Context: an optimization exercise on an open-source flow, tuned for small area, a short achievable clock period and few clock cycles per item. The choices shown serve that exercise and are no tape-out recipe.
Only simulation tests tie the RTL to the original design; equivalence was not proved.
The flow treats the clock pin as an ideal source, which a real chip does not have.
Power figures rest on the tool's default switching activity, not on a simulated workload.

==> inputs of build 83 <==
==> flow/design.v (excerpt) <==
module ooo_top (
    input  wire        clk,
    input  wire        rst,
    input  wire        issue_valid,
    input  wire [31:0] issue_instr,
    output wire        issue_ready,
    output wire        result0_valid,
    output wire [3:0]  result0_tag,
    output wire [31:0] result0_data,
    output wire [3:0]  result0_rd,
    output wire        result1_valid,
    output wire [3:0]  result1_tag,
    output wire [31:0] result1_data,
    output wire [3:0]  result1_rd
);
    localparam logic [2:0] OP_ADD  = 3'd0;
    localparam logic [2:0] OP_SUB  = 3'd1;
    localparam logic [2:0] OP_AND  = 3'd2;
    localparam logic [2:0] OP_OR   = 3'd3;
    localparam logic [2:0] OP_XOR  = 3'd4;
    localparam logic [2:0] OP_SLL  = 3'd5;
    localparam logic [2:0] OP_ADDI = 3'd6;
    localparam logic [2:0] OP_MUL  = 3'd7;
    logic [3:0]  tag_q;
    logic        ir_v;
    logic [2:0]  ir_op;
    logic [3:0]  ir_rd;
    logic [3:0]  ir_rs;
  ...
clock: 10.0 ns
lec_check: 0
cap_margin: 20
core_margin: 2
core_utilization: 70
slew_margin: 20
standard.sh (not shown) runs the stock make flow with config.mk's settings and CLKGATE_MAP_FILE= SYNTH_SCRIPT=/design/flow/synth_recipe.tcl, a recipe that flattens the netlist after the stock synthesis.
==> flow/flow/run.sh <==
#!/bin/bash
# The standard layout (the standard.sh: unchanged synthesis and steps),
# with some ORFS settings changed through the environment:
#  - timing repair is asked for 6.4 ns of setup slack at the design's 10 ns
#    clock, so that it sizes the critical paths for a shorter achieved period
#    (the constraints themselves are not touched), and works on the worst
#    10% of the violating endpoints only;
#  - clock tree synthesis inserts no dummy loads and clusters up to 20
#    sinks within 80 um per leaf buffer;
#  - every input and output port still gets a buffer, a buf_2.
set -o pipefail
{
    echo "== standard.sh as given"
    cat standard.sh
    echo "== config.mk as given"
    cat config.mk
} > flow_inputs.log 2>&1
export SETUP_SLACK_MARGIN=6.4
export TNS_END_PERCENT=10
export CTS_ARGS="-sink_clustering_enable -repair_clock_nets -dont_use_dummy_load -sink_clustering_size 20 -sink_clustering_max_diameter 80"
export BUFFER_PORTS_ARGS="-buffer_cell sky130_fd_sc_hd__buf_2"
bash standard.sh > standard.log 2>&1
rc=$?
grep -h "repair_timing\|clock_tree_synthesis\|buffer_ports\|RSZ-002[78]" orfs/logs/*/*/*/*.log > flow_cmds.log 2>&1
exit $rc
==> build 29: changes against build 83 <==
--- a/flow/design.v
+++ b/flow/design.v
@@ -1917,14 +1917,16 @@
         e_rd  <= ir_rd;
         e_tag <= ir_tag;
         e_a   <= rs_val;
         e_b   <= (ir_op == OP_ADDI) ? {{16{ir_lo[15]}}, ir_lo[15:0]}
                                     : (rt_val ^ {32{ir_sub}});
     end
+    logic [32:0] sum_x;
     logic [31:0] sum;
-    assign sum = e_a + e_b + {31'd0, e_cin};
+    assign sum_x = {e_a, e_cin} + {e_b, e_cin};
+    assign sum   = sum_x[32:1];
     always_comb begin
         alu_res = ({32{e_add}} & sum)
                 | ({32{e_and}} & (e_a & e_b))
                 | ({32{e_or}}  & (e_a | e_b))
                 | ({32{e_xor}} & (e_a ^ e_b));
     end
==> flow/run.sh (new file) <==
#!/bin/bash
# synth_recipe.tcl (not shown) runs the flow's synth.tcl, then flattens the netlist and writes it again
# the make line also repeats each setting of config.mk as NAME=value (left out here)
make -C /OpenROAD-flow-scripts/flow DESIGN_CONFIG=/design/flow/config.mk WORK_HOME=/design/flow/orfs CLKGATE_MAP_FILE= SYNTH_SCRIPT=/design/flow/synth_recipe.tcl finish
- SETUP_SLACK_MARGIN: unset -> 5
- TNS_END_PERCENT: unset -> 10
removed: flow/flow/run.sh
removed: flow/standard.sh
==> trial 56: changes against build 83 <==
--- a/flow/design.v
+++ b/flow/design.v
@@ -1795,13 +1795,12 @@
     logic        e_xor;
     logic [3:0]  e_rd;
     logic [3:0]  e_tag;
     logic [31:0] e_a;
     logic [31:0] e_b;
     logic [31:0] ma;
-    logic [31:0] mb;
     logic [15:0] mb_one;
     logic [15:0] mb_two;
     logic [15:0] mb_neg;
     logic        m_v;
     logic [3:0]  m_rd;
     logic [3:0]  m_tag;
@@ -1896,15 +1895,34 @@
                           p1 && r1_rd == ir_rs, r1_d);
     assign rt_val = rd_op(rf_rt,
                           e_alu && e_rd == ir_rt, alu_res,
                           m_v && m_rd == ir_rt, m_p,
                           r0_v && r0_rd == ir_rt, r0_d,
                           p1 && r1_rd == ir_rt, r1_d);
+    logic [15:0] bo_one;
+    logic [15:0] bo_two;
+    logic [15:0] bo_neg;
+    booth_enc benc (
+        .b   (rt_val),
+        .one (bo_one),
+        .two (bo_two),
+        .neg (bo_neg)
+    );
+    logic [15:0] sh_one;
+    logic [15:0] sh_two;
+    always_comb begin
+        for (int j = 0; j < 16; j++) begin
+            sh_one[j] = rt_val[4:0] == 5'(2 * j);
+            sh_two[j] = rt_val[4:0] == 5'(2 * j + 1);
+        end
+    end
     always_ff @(posedge clk) begin
-        ma <= rs_val;
-        mb <= (ir_op == OP_SLL) ? (32'd1 << rt_val[4:0]) : rt_val;
+        ma     <= rs_val;
+        mb_one <= (ir_op == OP_SLL) ? sh_one : bo_one;
+        mb_two <= (ir_op == OP_SLL) ? sh_two : bo_two;
+        mb_neg <= (ir_op == OP_SLL) ? 16'd0 : bo_neg;
     end
     always_ff @(posedge clk) begin
         if (rst) e_v <= 1'b0;
         else     e_v <= adv;
     end
     always_ff @(posedge clk) begin
@@ -1925,18 +1943,12 @@
     always_comb begin
         alu_res = ({32{e_add}} & sum)
                 | ({32{e_and}} & (e_a & e_b))
                 | ({32{e_or}}  & (e_a | e_b))
                 | ({32{e_xor}} & (e_a ^ e_b));
     end
-    booth_enc benc (
-        .b   (mb),
-        .one (mb_one),
-        .two (mb_two),
-        .neg (mb_neg)
-    );
     mul_lo32 mul (
         .clk (clk),
         .a     (ma),
         .b_one (mb_one),
         .b_two (mb_two),
         .b_neg (mb_neg),
==> flow/flow/run.sh (replaced) <==
#!/bin/bash
# The standard layout (the standard.sh: unchanged synthesis and steps),
# with some ORFS settings changed through the environment:
#  - timing repair is asked for 6.4 ns of setup slack at the design's 10 ns
#    clock, so that it sizes the critical paths for a shorter achieved period
#    (the constraints themselves are not touched), and works on the worst
#    10% of the violating endpoints only;
#  - clock tree synthesis inserts no dummy loads;
#  - every input and output port still gets a buffer, a buf_2.
set -o pipefail
{
    echo "== standard.sh as given"
    cat standard.sh
    echo "== config.mk as given"
    cat config.mk
} > flow_inputs.log 2>&1
export SETUP_SLACK_MARGIN=6.4
export TNS_END_PERCENT=10
export CTS_ARGS="-sink_clustering_enable -repair_clock_nets -dont_use_dummy_load"
export BUFFER_PORTS_ARGS="-buffer_cell sky130_fd_sc_hd__buf_2"
bash standard.sh > standard.log 2>&1
rc=$?
grep -h "repair_timing\|clock_tree_synthesis\|buffer_ports\|RSZ-002[78]" orfs/logs/*/*/*/*.log > flow_cmds.log 2>&1
exit $rc
==> comparison table <==
Area fraction in compound gates after synthesis: trial 56 0.202; build 29 0.197; build 83 0.202
Non-clock buffer contribution to total cell area: trial 56 0.0367; build 29 0.0371; build 83 0.0466
Fraction of the yosys area taken by sequential cells: trial 56 0.486; build 29 0.480; build 83 0.485
Hold Path Sink: trial 56 m_tag[0]; build 29 m_tag[1]; build 83 m_tag[0]
Fraction of standard cell area that is sequential: trial 56 0.438; build 29 0.434; build 83 0.438
Largest vdd supply drop: trial 56 0.179 mV; build 29 0.176 mV; build 83 0.170 mV
Average wire length per cell after detail routing: trial 56 34.0 um; build 29 34.0 um; build 83 34.9 um
Outcome: trial 56 complete, no violations; build 29 complete, no violations; build 83 complete, no violations
CP Launch Point: trial 56 mul.q_c7_2; build 29 ma[15]; build 83 mul.q_c4_0
Clock slew at the register clock pins of the worst setup and hold paths: trial 56 60 ps; build 29 70 ps; build 83 80 ps
Routability congestion estimate: trial 56 0.983; build 29 0.964; build 83 0.995
Relative contribution of combinational cells to total power: trial 56 0.054; build 29 0.053; build 83 0.073
Effective utilization at floorplan: trial 56 0.709; build 29 0.709; build 83 0.706
Portion of synthesized cell area occupied by the leading cell type: trial 56 0.372; build 29 0.372; build 83 0.375
CP max stage delay: trial 56 520 ps; build 29 980 ps; build 83 540 ps
Pre-CTS worst setup slack: trial 56 5140 ps; build 29 5240 ps; build 83 5310 ps
Arrival time of data at the critical path endpoint: trial 56 4600 ps; build 29 5400 ps; build 83 4340 ps
Sequential cell area: trial 56 24,300 sq um; build 29 23,900 sq um; build 83 24,000 sq um
Proportion of power drawn by the clock network: trial 56 0.393; build 29 0.437; build 83 0.316
Seq. pwr: trial 56 4090 uW; build 29 4030 uW; build 83 4020 uW
Required time worst endpoint: trial 56 10,550 ps; build 29 10,500 ps; build 83 10,490 ps
Routed length on met1: trial 56 61,600 um; build 29 60,400 um; build 83 59,000 um
Number of buffers inserted to repair setup after CTS: trial 56 42; build 29 0; build 83 44
Layout clock buffer count: trial 56 91; build 29 106; build 83 52
Distinct cells, synth: trial 56 79; build 29 74; build 83 72
Reported net switching power: trial 56 1650 uW; build 29 1860 uW; build 83 1540 uW
Testbench counts of build 83, summed over its fixed seeds: cycles 20,774, instrs 20,000.
Testbench counts of build 29, summed over its fixed seeds: cycles 20,774, instrs 20,000.
Testbench counts of trial 56, summed over its fixed seeds: cycles 20,774, instrs 20,000.

separate check: timing with driven ports:
The results above use ideal ports. As a check the final layouts listed here were re-extracted and re-timed, cells and wires unchanged.
Step 1, drivers: a clkbuf_16 drives clk and a buf_2 each remaining input, both assumed.
Step 2 adds t to the input delays and takes it off the output delays; t is the mean of the earliest and latest rising clock arrival at the registers after step 1. Input paths then give back, and output paths get back, about the clock's delay inside the block.
Slacks: ideal / step 1 / step 2; pairs: ideal / step 1.
| run | t (ns) | setup slack, ns | pins driven straight from the clock port |
|---|---|---|---|
| build 83 | 0.700 | 6.153 / 6.153 / 6.153 | 1 |
| build 29 | 0.722 | 5.100 / 5.100 / 5.100 | 1 |
| trial 56 | 0.700 | 5.946 / 5.946 / 5.946 | 1 |
After both steps every run listed still meets setup and hold.
